Background: an optimization exercise with open tools, aiming at small area. Do not read the settings as production practice. In this exercise RTL edits were held to simulation tests only and were not proved equivalent to the original. Power is estimated from default activity; no workload was simulated.

==> inputs of run a <==
## dma_rx_dmux
module dma_rx_dmux (
   input  logic                        clk,
   input  logic                        rst,
   input  logic                        in_valid,
   output logic                        in_ready,
   input  logic [64-1:0]         in_tdata,
   input  logic [64/8-1:0]       in_tkeep,
   input  logic                        in_tlast,
   input  logic [2:0]                  in_egr_port,
   input  logic                        in_mcast_en,
   input  logic [3-1:0]          in_mcast_port,
   output logic [3-1:0]          dma_valid,
   output logic [3*64-1:0] dma_tdata,
   output logic [3*64/8-1:0] dma_tkeep,
   output logic [3-1:0]          dma_tlast,
   input  logic [3-1:0]          dma_ready,
   input  logic [8-1:0]      avmm_address,
   input  logic                        avmm_read,
   input  logic                        avmm_write,
   input  logic [32-1:0]      avmm_writedata,
   input  logic [32/8-1:0]    avmm_byteenable,
   output logic [32-1:0]      avmm_readdata,
   output logic                        avmm_readdatavalid,
   output logic [3-1:0]          drop_event
);
   localparam int OW = 4;
   logic [3-1:0]   cfg_drop_en;
   logic [8*3-1:0] cfg_threshold;
   logic [3-1:0]   room;
   logic                 accept;
   assign in_ready = &room;
   assign accept   = in_valid & in_ready;
   dma_rx_csr u_csr (
      .clk                (clk),
      .rst                (rst),
      .avmm_address       (avmm_address),
      .avmm_read          (avmm_read),
      .avmm_write         (avmm_write),
      .avmm_writedata     (avmm_writedata),
      .avmm_byteenable    (avmm_byteenable),
      .avmm_readdata      (avmm_readdata),
      .avmm_readdatavalid (avmm_readdatavalid),
      .cfg_drop_en        (cfg_drop_en),
      .cfg_threshold      (cfg_threshold)
   );
   for (genvar c = 0; c < 3; c++) begin : gen_chan
      logic                  wr;
      logic [64-1:0]   wr_tdata;
      logic [64/8-1:0] wr_tkeep;
  ...
==> flow/config.mk <==
export PLATFORM = sky130hd
export DESIGN_NAME = dma_rx_dmux
export DESIGN_NICKNAME = dma_rx_dmux
export VERILOG_FILES = /design/flow/design.v
export SDC_FILE = /design/flow/constraint.sdc
export NUM_CORES = 4
export LEC_CHECK = 0
export CAP_MARGIN = 20
export CORE_MARGIN = 2
export CORE_UTILIZATION = 60
export PLACE_DENSITY = 0.72
export SLEW_MARGIN = 20
==> flow/constraint.sdc <==
create_clock -name core_clock -period 6.0 [get_ports {clk}]
set_input_delay 1.2000 -clock core_clock [delete_from_list [all_inputs] [get_ports {clk}]]
set_output_delay 1.2000 -clock core_clock [all_outputs]
set_load 0.01 [all_outputs]
run.sh (not shown) runs the stock make flow with config.mk's settings and CLKGATE_MAP_FILE= SYNTH_SCRIPT=/design/flow/synth_recipe.tcl, a recipe that flattens the netlist after the stock synthesis.
==> run b (differences from run a) <==
--- a/flow/design.v
+++ b/flow/design.v
@@ -42,18 +42,17 @@
       for (int c = 0; c < 3; c++) begin
          if (ofs == EN_OFS)
             rd_word[c] = cfg_drop_en[c];
          if (ofs == thresh_ofs(c))
             rd_word = 32'(cfg_threshold[8*c +: 8]);
       end
    end
    always_ff @(posedge clk) begin
-      if (avmm_read)
-         rd_data_q <= rd_word[7:0];
+      rd_data_q <= rd_word[7:0];
    end
    always_ff @(posedge clk) begin
       if (rst)
          rd_valid_q <= 1'b0;
       else
          rd_valid_q <= avmm_read;
    end
    assign avmm_readdata      = 32'(rd_data_q);
@@ -63,28 +62,24 @@
 `timescale 1ns/1ps
 `default_nettype none
 module dma_rx_chan_admit #(
    parameter int CHAN = 0
 ) (
    input  logic                       clk,
    input  logic                       rst,
    input  logic                       accept,
-   input  logic [64-1:0]        in_tdata,
-   input  logic [64/8-1:0]      in_tkeep,
    input  logic                       in_tlast,
    input  logic [2:0]                 in_egr_port,
    input  logic                       in_mcast_en,
    input  logic [3-1:0]         in_mcast_port,
    input  logic                       cfg_drop_en,
    input  logic [7:0]                 cfg_threshold,
    input  logic [4-1:0]          occ,
    output logic                       wr,
-   output logic [64-1:0]        wr_tdata,
-   output logic [64/8-1:0]      wr_tkeep,
    output logic                       wr_tlast,
    output logic                       drop_event
 );
    localparam logic [2:0] MY_PORT = 3'(2 + CHAN);
    localparam logic PASS  = 1'b0;
    localparam logic TRUNC = 1'b1;
    logic match;
    logic hit;
@@ -95,112 +90,140 @@
    always_comb begin
       if (in_mcast_en)
          match = in_mcast_port[CHAN];
       else
          match = (in_egr_port == MY_PORT);
    end
    assign hit = accept & match;
    assign over = cfg_drop_en & ~in_tlast & (8'(occ) > cfg_threshold);
-   assign wr_tdata = in_tdata;
-   assign wr_tkeep = in_tkeep;
+   assign wr = hit & (state_q == PASS);
    always_comb begin
       state_d   = state_q;
-      wr        = 1'b0;
       wr_tlast  = in_tlast;
       trunc_end = 1'b0;
       if (hit) begin
          if (state_q == TRUNC) begin
             if (in_tlast) begin
                state_d   = PASS;
                trunc_end = 1'b1;
             end
          end else if (over) begin
-            wr       = 1'b1;
             wr_tlast = 1'b1;
             state_d  = TRUNC;
-         end else begin
-            wr = 1'b1;
          end
       end
    end
    always_ff @(posedge clk) begin
       if (rst) begin
          state_q    <= PASS;
          drop_event <= 1'b0;
       end else begin
          state_q    <= state_d;
          drop_event <= trunc_end;
       end
    end
 endmodule
 `default_nettype wire
 `timescale 1ns/1ps
 `default_nettype none
+module dma_rx_phase_dec #(
+   parameter int W = 1
+) (
+   input  logic         phase,
+   input  logic [W-1:0] din,
+   output logic [W-1:0] dout
+);
+   assign dout = din ^ {W{phase}};
+endmodule
+module dma_rx_slots #(
+   parameter int W = 1,
+   parameter int N = 1
+) (
+   input  logic         clk,
+   input  logic [N-1:0] sel_h,
+   input  logic [N-1:0] sel_s,
+   input  logic [N-1:0] sel_w,
+   input  logic [W-1:0] wdata,
+   output logic [W-1:0] head
+);
+   logic [W-1:0] slot_q [N];
+   always_ff @(posedge clk) begin
+      for (int i = 0; i < N - 1; i++)
+         slot_q[i] <= ~(({W{sel_h[i]}} & slot_q[i])
+                      | ({W{sel_s[i]}} & slot_q[i+1])
+                      | ({W{sel_w[i]}} & wdata));
+      slot_q[N-1] <= ~(({W{sel_w[N-1]}} | slot_q[N-1])
+                     & ({W{sel_h[N-1]}} | wdata));
+   end
+   assign head = slot_q[0];
+endmodule
 module dma_rx_chan_fifo (
    input  logic                       clk,
    input  logic                       rst,
+   input  logic                       phase,
    input  logic                       wr,
-   input  logic [64-1:0]        wr_tdata,
-   input  logic [64/8-1:0]      wr_tkeep,
+   input  logic [64-1:0]        wr_tdata_enc,
+   input  logic [64/8-1:0]      wr_tkeep_enc,
    input  logic                       wr_tlast,
    output logic                       out_valid,
    output logic [64-1:0]        out_tdata,
    output logic [64/8-1:0]      out_tkeep,
    output logic                       out_tlast,
    input  logic                       out_ready,
    output logic [4-1:0]          occ,
    output logic                       room
 );
    localparam int DEPTH      = (16 - 4 + 1);
-   localparam int AW         = $clog2(DEPTH);
    localparam int OW         = 4;
    localparam int BW         = 64 + 64/8 + 1;
    localparam logic [OW-1:0] ROOM_LIMIT = OW'(16 - 4);
+   logic [BW-1:0]    head;
    logic [BW-1:0]    wdata;
-   logic [BW-1:0]    slot_q [DEPTH];
-   logic [DEPTH-1:0] we;
-   logic [DEPTH-1:0] rsel;
-   logic [AW-1:0]    wr_ptr;
-   logic [AW-1:0]    rd_ptr;
+   logic [DEPTH-1:0] sel_w;      
+   logic [DEPTH-1:0] sel_s;      
+   logic [DEPTH-1:0] sel_h;      
    logic             rd;
-   assign wdata = {wr_tdata, wr_tkeep, wr_tlast};
-   for (genvar i = 0; i < DEPTH; i++) begin : gen_slot
-      assign we[i]   = wr & (wr_ptr == AW'(i));
-      assign rsel[i] = (rd_ptr == AW'(i));
-      always_ff @(posedge clk) begin
-         slot_q[i] <= (wdata & {BW{we[i]}}) | (slot_q[i] & {BW{~we[i]}});
+   assign wdata = {wr_tdata_enc, wr_tkeep_enc, wr_tlast ^ phase};
+   for (genvar i = 0; i < DEPTH; i++) begin : gen_sel
+      assign sel_w[i] = wr & (occ - OW'(rd) == OW'(i));
+      if (i < DEPTH - 1) begin : g_shift
+         assign sel_s[i] = rd & ~sel_w[i];
+         assign sel_h[i] = ~rd & ~sel_w[i];
+      end else begin : g_top
+         assign sel_s[i] = 1'b0;
+         assign sel_h[i] = ~sel_w[i];
       end
    end
-   always_comb begin
-      logic [BW-1:0] head;
-      head = '0;
-      for (int i = 0; i < DEPTH; i++)
-         head = head | (slot_q[i] & {BW{rsel[i]}});
-      {out_tdata, out_tkeep, out_tlast} = head;
-   end
+   dma_rx_slots #(.W(BW), .N(DEPTH)) u_slots (
+      .clk   (clk),
+      .sel_h (sel_h),
+      .sel_s (sel_s),
+      .sel_w (sel_w),
+      .wdata (wdata),
+      .head  (head)
+   );
+   dma_rx_phase_dec #(.W(BW)) u_dec (
+      .phase (phase),
+      .din   (head),
+      .dout  ({out_tdata, out_tkeep, out_tlast})
+   );
    assign out_valid = (occ != '0);
    assign rd        = out_valid & out_ready;
    always_ff @(posedge clk) begin
       if (rst) begin
-         wr_ptr <= '0;
-         rd_ptr <= '0;
          occ    <= '0;
          room   <= 1'b1;
       end else begin
-         if (wr)
-            wr_ptr <= (wr_ptr == AW'(DEPTH-1)) ? '0 : wr_ptr + 1'b1;
-         if (rd)
-            rd_ptr <= (rd_ptr == AW'(DEPTH-1)) ? '0 : rd_ptr + 1'b1;
          case ({wr, rd})
             2'b10:   occ <= occ + 1'b1;
             2'b01:   occ <= occ - 1'b1;
             default: occ <= occ;
          endcase
-         room <= (occ < ROOM_LIMIT);
+         room   <= (occ < ROOM_LIMIT);
       end
    end
 endmodule
 `default_nettype wire
 `timescale 1ns/1ps
 `default_nettype none
 module dma_rx_dmux (
    input  logic                        clk,
@@ -227,66 +250,72 @@
    output logic                        avmm_readdatavalid,
    output logic [3-1:0]          drop_event
 );
    localparam int OW = 4;
    logic [3-1:0]   cfg_drop_en;
    logic [8*3-1:0] cfg_threshold;
    logic [3-1:0]   room;
    logic                 accept;
+   logic                 phase;
+   logic [64-1:0]  in_tdata_enc;
+   logic [64/8-1:0] in_tkeep_enc;
    assign in_ready = &room;
    assign accept   = in_valid & in_ready;
+   always_ff @(posedge clk) begin
+      if (rst)
+         phase <= 1'b0;
+      else
+         phase <= ~phase;
+   end
+   assign in_tdata_enc = in_tdata ^ {64{phase}};
+   assign in_tkeep_enc = in_tkeep ^ {(64/8){phase}};
    dma_rx_csr u_csr (
       .clk                (clk),
       .rst                (rst),
       .avmm_address       (avmm_address),
       .avmm_read          (avmm_read),
       .avmm_write         (avmm_write),
       .avmm_writedata     (avmm_writedata),
       .avmm_byteenable    (avmm_byteenable),
       .avmm_readdata      (avmm_readdata),
       .avmm_readdatavalid (avmm_readdatavalid),
       .cfg_drop_en        (cfg_drop_en),
       .cfg_threshold      (cfg_threshold)
    );
    for (genvar c = 0; c < 3; c++) begin : gen_chan
       logic                  wr;
-      logic [64-1:0]   wr_tdata;
-      logic [64/8-1:0] wr_tkeep;
       logic                  wr_tlast;
       logic [OW-1:0]         occ;
       dma_rx_chan_admit #(.CHAN(c)) u_admit (
          .clk           (clk),
          .rst           (rst),
          .accept        (accept),
-         .in_tdata      (in_tdata),
-         .in_tkeep      (in_tkeep),
          .in_tlast      (in_tlast),
          .in_egr_port   (in_egr_port),
          .in_mcast_en   (in_mcast_en),
          .in_mcast_port (in_mcast_port),
          .cfg_drop_en   (cfg_drop_en[c]),
          .cfg_threshold (cfg_threshold[8*c +: 8]),
          .occ           (occ),
          .wr            (wr),
-         .wr_tdata      (wr_tdata),
-         .wr_tkeep      (wr_tkeep),
          .wr_tlast      (wr_tlast),
          .drop_event    (drop_event[c])
       );
       dma_rx_chan_fifo u_fifo (
-         .clk       (clk),
-         .rst       (rst),
-         .wr        (wr),
-         .wr_tdata  (wr_tdata),
-         .wr_tkeep  (wr_tkeep),
-         .wr_tlast  (wr_tlast),
-         .out_valid (dma_valid[c]),
-         .out_tdata (dma_tdata[c*64 +: 64]),
-         .out_tkeep (dma_tkeep[c*64/8 +: 64/8]),
-         .out_tlast (dma_tlast[c]),
-         .out_ready (dma_ready[c]),
-         .occ       (occ),
-         .room      (room[c])
+         .clk          (clk),
+         .rst          (rst),
+         .phase        (phase),
+         .wr           (wr),
+         .wr_tdata_enc (in_tdata_enc),
+         .wr_tkeep_enc (in_tkeep_enc),
+         .wr_tlast     (wr_tlast),
+         .out_valid    (dma_valid[c]),
+         .out_tdata    (dma_tdata[c*64 +: 64]),
+         .out_tkeep    (dma_tkeep[c*64/8 +: 64/8]),
+         .out_tlast    (dma_tlast[c]),
+         .out_ready    (dma_ready[c]),
+         .occ          (occ),
+         .room         (room[c])
       );
    end
 endmodule
 `default_nettype wire
==> flow/flow/run.sh (new file) <==
#!/bin/bash
# Standard ORFS layout (the standard.sh) with two changes:
#  - port buffers use the smallest buffer cell instead of ORFS's default pick
#  - CTS uses small clock buffers, small sink clusters and no dummy loads
set -euo pipefail
export BUFFER_PORTS_ARGS="-buffer_cell sky130_fd_sc_hd__buf_1"
export CTS_ARGS="-sink_clustering_enable -repair_clock_nets -dont_use_dummy_load -buf_list sky130_fd_sc_hd__clkbuf_4 -sink_clustering_size 9 -sink_clustering_max_diameter 30"
bash standard.sh finish > flow_make.log 2>&1
==> flow/standard.sh (new file) <==
#!/bin/bash
# synth_recipe.tcl (not shown) runs the flow's synth.tcl, then flattens the netlist and writes it again
# the make line also repeats each setting of config.mk as NAME=value (left out here)
make -C /OpenROAD-flow-scripts/flow DESIGN_CONFIG=/design/flow/config.mk WORK_HOME=/design/flow/orfs CLKGATE_MAP_FILE= SYNTH_SCRIPT=/design/flow/synth_recipe.tcl "${@:-finish}"
Settings changed: CAP_MARGIN 20 to 10, CELL_PAD_IN_SITES_DETAIL_PLACEMENT set to 1, CELL_PAD_IN_SITES_GLOBAL_PLACEMENT set to 1, CORE_UTILIZATION 60 to 55, PLACE_DENSITY 0.72 to 0.8, SLEW_MARGIN 20 to 10, SYNTH_HIERARCHICAL set to 1.
removed: flow/run.sh
==> run c (differences from run a) <==
--- a/flow/design.v
+++ b/flow/design.v
@@ -11,17 +11,17 @@
    output logic [32-1:0]      avmm_readdata,
    output logic                        avmm_readdatavalid,
    output logic [3-1:0]          cfg_drop_en,
    output logic [8*3-1:0]        cfg_threshold
 );
    localparam logic [8-1:0] EN_OFS = 8'(0);
    logic [8-1:0] ofs;
    logic [32-1:0] rd_word;
-   logic [7:0]             rd_data_q;
+   logic [32-1:0] rd_data_q;
    logic                   rd_valid_q;
    function automatic logic [8-1:0] thresh_ofs(input integer c);
       thresh_ofs = 8'(4 + c * 4);
    endfunction
    assign ofs = avmm_address - 8'('h60);
    always_ff @(posedge clk) begin
       if (rst) begin
          for (int c = 0; c < 3; c++) begin
@@ -43,25 +43,25 @@
          if (ofs == EN_OFS)
             rd_word[c] = cfg_drop_en[c];
          if (ofs == thresh_ofs(c))
             rd_word = 32'(cfg_threshold[8*c +: 8]);
       end
    end
    always_ff @(posedge clk) begin
       if (avmm_read)
-         rd_data_q <= rd_word[7:0];
+         rd_data_q <= rd_word;
    end
    always_ff @(posedge clk) begin
       if (rst)
          rd_valid_q <= 1'b0;
       else
          rd_valid_q <= avmm_read;
    end
-   assign avmm_readdata      = 32'(rd_data_q);
+   assign avmm_readdata      = rd_data_q;
    assign avmm_readdatavalid = rd_valid_q;
 endmodule
 `default_nettype wire
 `timescale 1ns/1ps
 `default_nettype none
 module dma_rx_chan_admit #(
    parameter int CHAN = 0
 ) (
@@ -71,17 +71,17 @@
    input  logic [64-1:0]        in_tdata,
    input  logic [64/8-1:0]      in_tkeep,
    input  logic                       in_tlast,
    input  logic [2:0]                 in_egr_port,
    input  logic                       in_mcast_en,
    input  logic [3-1:0]         in_mcast_port,
    input  logic                       cfg_drop_en,
    input  logic [7:0]                 cfg_threshold,
-   input  logic [4-1:0]          occ,
+   input  logic [$clog2(16+1)-1:0] occ,
    output logic                       wr,
    output logic [64-1:0]        wr_tdata,
    output logic [64/8-1:0]      wr_tkeep,
    output logic                       wr_tlast,
    output logic                       drop_event
 );
    localparam logic [2:0] MY_PORT = 3'(2 + CHAN);
    localparam logic PASS  = 1'b0;
@@ -142,59 +142,45 @@
    input  logic [64-1:0]        wr_tdata,
    input  logic [64/8-1:0]      wr_tkeep,
    input  logic                       wr_tlast,
    output logic                       out_valid,
    output logic [64-1:0]        out_tdata,
    output logic [64/8-1:0]      out_tkeep,
    output logic                       out_tlast,
    input  logic                       out_ready,
-   output logic [4-1:0]          occ,
+   output logic [$clog2(16+1)-1:0] occ,
    output logic                       room
 );
-   localparam int DEPTH      = (16 - 4 + 1);
-   localparam int AW         = $clog2(DEPTH);
-   localparam int OW         = 4;
+   localparam int OW         = $clog2(16+1);
+   localparam int AW         = $clog2(16);
    localparam int BW         = 64 + 64/8 + 1;
    localparam logic [OW-1:0] ROOM_LIMIT = OW'(16 - 4);
-   logic [BW-1:0]    wdata;
-   logic [BW-1:0]    slot_q [DEPTH];
-   logic [DEPTH-1:0] we;
-   logic [DEPTH-1:0] rsel;
-   logic [AW-1:0]    wr_ptr;
-   logic [AW-1:0]    rd_ptr;
-   logic             rd;
-   assign wdata = {wr_tdata, wr_tkeep, wr_tlast};
-   for (genvar i = 0; i < DEPTH; i++) begin : gen_slot
-      assign we[i]   = wr & (wr_ptr == AW'(i));
-      assign rsel[i] = (rd_ptr == AW'(i));
-      always_ff @(posedge clk) begin
-         slot_q[i] <= (wdata & {BW{we[i]}}) | (slot_q[i] & {BW{~we[i]}});
-      end
-   end
-   always_comb begin
-      logic [BW-1:0] head;
-      head = '0;
-      for (int i = 0; i < DEPTH; i++)
-         head = head | (slot_q[i] & {BW{rsel[i]}});
-      {out_tdata, out_tkeep, out_tlast} = head;
-   end
+   logic [BW-1:0]  mem [16];
+   logic [AW-1:0]  wr_ptr;
+   logic [AW-1:0]  rd_ptr;
+   logic           rd;
    assign out_valid = (occ != '0);
+   assign {out_tdata, out_tkeep, out_tlast} = mem[rd_ptr];
    assign rd        = out_valid & out_ready;
+   always_ff @(posedge clk) begin
+      if (wr)
+         mem[wr_ptr] <= {wr_tdata, wr_tkeep, wr_tlast};
+   end
    always_ff @(posedge clk) begin
       if (rst) begin
          wr_ptr <= '0;
          rd_ptr <= '0;
          occ    <= '0;
          room   <= 1'b1;
       end else begin
          if (wr)
-            wr_ptr <= (wr_ptr == AW'(DEPTH-1)) ? '0 : wr_ptr + 1'b1;
+            wr_ptr <= wr_ptr + 1'b1;
          if (rd)
-            rd_ptr <= (rd_ptr == AW'(DEPTH-1)) ? '0 : rd_ptr + 1'b1;
+            rd_ptr <= rd_ptr + 1'b1;
          case ({wr, rd})
             2'b10:   occ <= occ + 1'b1;
             2'b01:   occ <= occ - 1'b1;
             default: occ <= occ;
          endcase
          room <= (occ < ROOM_LIMIT);
       end
    end
@@ -222,17 +208,17 @@
    input  logic                        avmm_read,
    input  logic                        avmm_write,
    input  logic [32-1:0]      avmm_writedata,
    input  logic [32/8-1:0]    avmm_byteenable,
    output logic [32-1:0]      avmm_readdata,
    output logic                        avmm_readdatavalid,
    output logic [3-1:0]          drop_event
 );
-   localparam int OW = 4;
+   localparam int OW = $clog2(16+1);
    logic [3-1:0]   cfg_drop_en;
    logic [8*3-1:0] cfg_threshold;
    logic [3-1:0]   room;
    logic                 accept;
    assign in_ready = &room;
    assign accept   = in_valid & in_ready;
    dma_rx_csr u_csr (
       .clk                (clk),
Settings changed: CORE_UTILIZATION 60 to 40, PLACE_DENSITY 0.72 to unset.
==> run summary <==
number of cells on the critical path=10; routed wire length on met2=157000 um; number of antenna violations at the first check in global routing=9; switching power as a share of total power=37.9%; Starting Density=55.3%; met2 global-route usage=55.9%; met3 WL post-DR=41400 um; multi-input logic area=35500 um2; met1 global-route usage=41.4%; run status=complete, no violations; cell chosen for the clock root=sky130_fd_sc_hd__clkbuf_4; Place WS=733 ps; multi-input gate count=3579; die span in x=433 um
[end of results for run b]
==> run summary <==
run status=complete, no violations; multi-input gate count=2000; met1 global-route usage=26.6%; multi-input logic area=27500 um2; met3 WL post-DR=23300 um; routed wire length on met2=168000 um; Starting Density=40.1%; number of antenna violations at the first check in global routing=25; die span in x=587 um; cell chosen for the clock root=sky130_fd_sc_hd__clkbuf_16
[end of results for run c]
==> run summary <==
clock network fraction of design power=38.2%; share of the final layout cell area in sequential cells=71.2%; switching power as a share of total power=23.7%; number of antenna violations at the first check in global routing=9; multi-input gate count=2343; die span in x=425 um; Place WS=1310 ps; routed wire length on met2=141000 um; number of cells on the critical path=8; multi-input logic area=17600 um2; reported max-cap violation count=0; run status=complete, no violations; Starting Density=60.3%; met2 global-route usage=52.1%
[end of results for run a]

-- re-timing with driven ports --
The results above use ideal ports. As a check the final layouts listed here were re-extracted and re-timed, cells and wires unchanged.
Step 1 assumes that a clkbuf_16 drives the clock port and a buf_2 every other input.
Step 2 moves the port delays by t, midway between the first and last clock arrival at a register: inputs arrive t later, outputs are due t later. That takes back most of the time a late clock gives input paths.
Three values: ideal, step 1, step 2; two values: the first two.
| run | t, ns | slack for setup (ns) | latest minus earliest clock arrival (ns) | worst register clock-pin slew, ns | worst data-port slew with drivers (ns) |
|---|---|---|---|---|---|
| run a | 0.996 | 0.302 / 0.216 / 1.193 | 0.065 / 0.065 | 0.07 / 0.07 | 0.09 |
| run b | 1.524 | 0.863 / 0.863 / 0.570 | 0.194 / 0.193 | 0.10 / 0.10 | 0.07 |
| run c | 1.013 | 0.730 / 0.630 / 1.138 | 0.082 / 0.082 | 0.07 / 0.07 | 0.13 |
After both steps every run listed still meets setup and hold. The setup slack of run b, which loses most, moves by 0.000 ns with the drivers and by -0.293 ns with both steps.
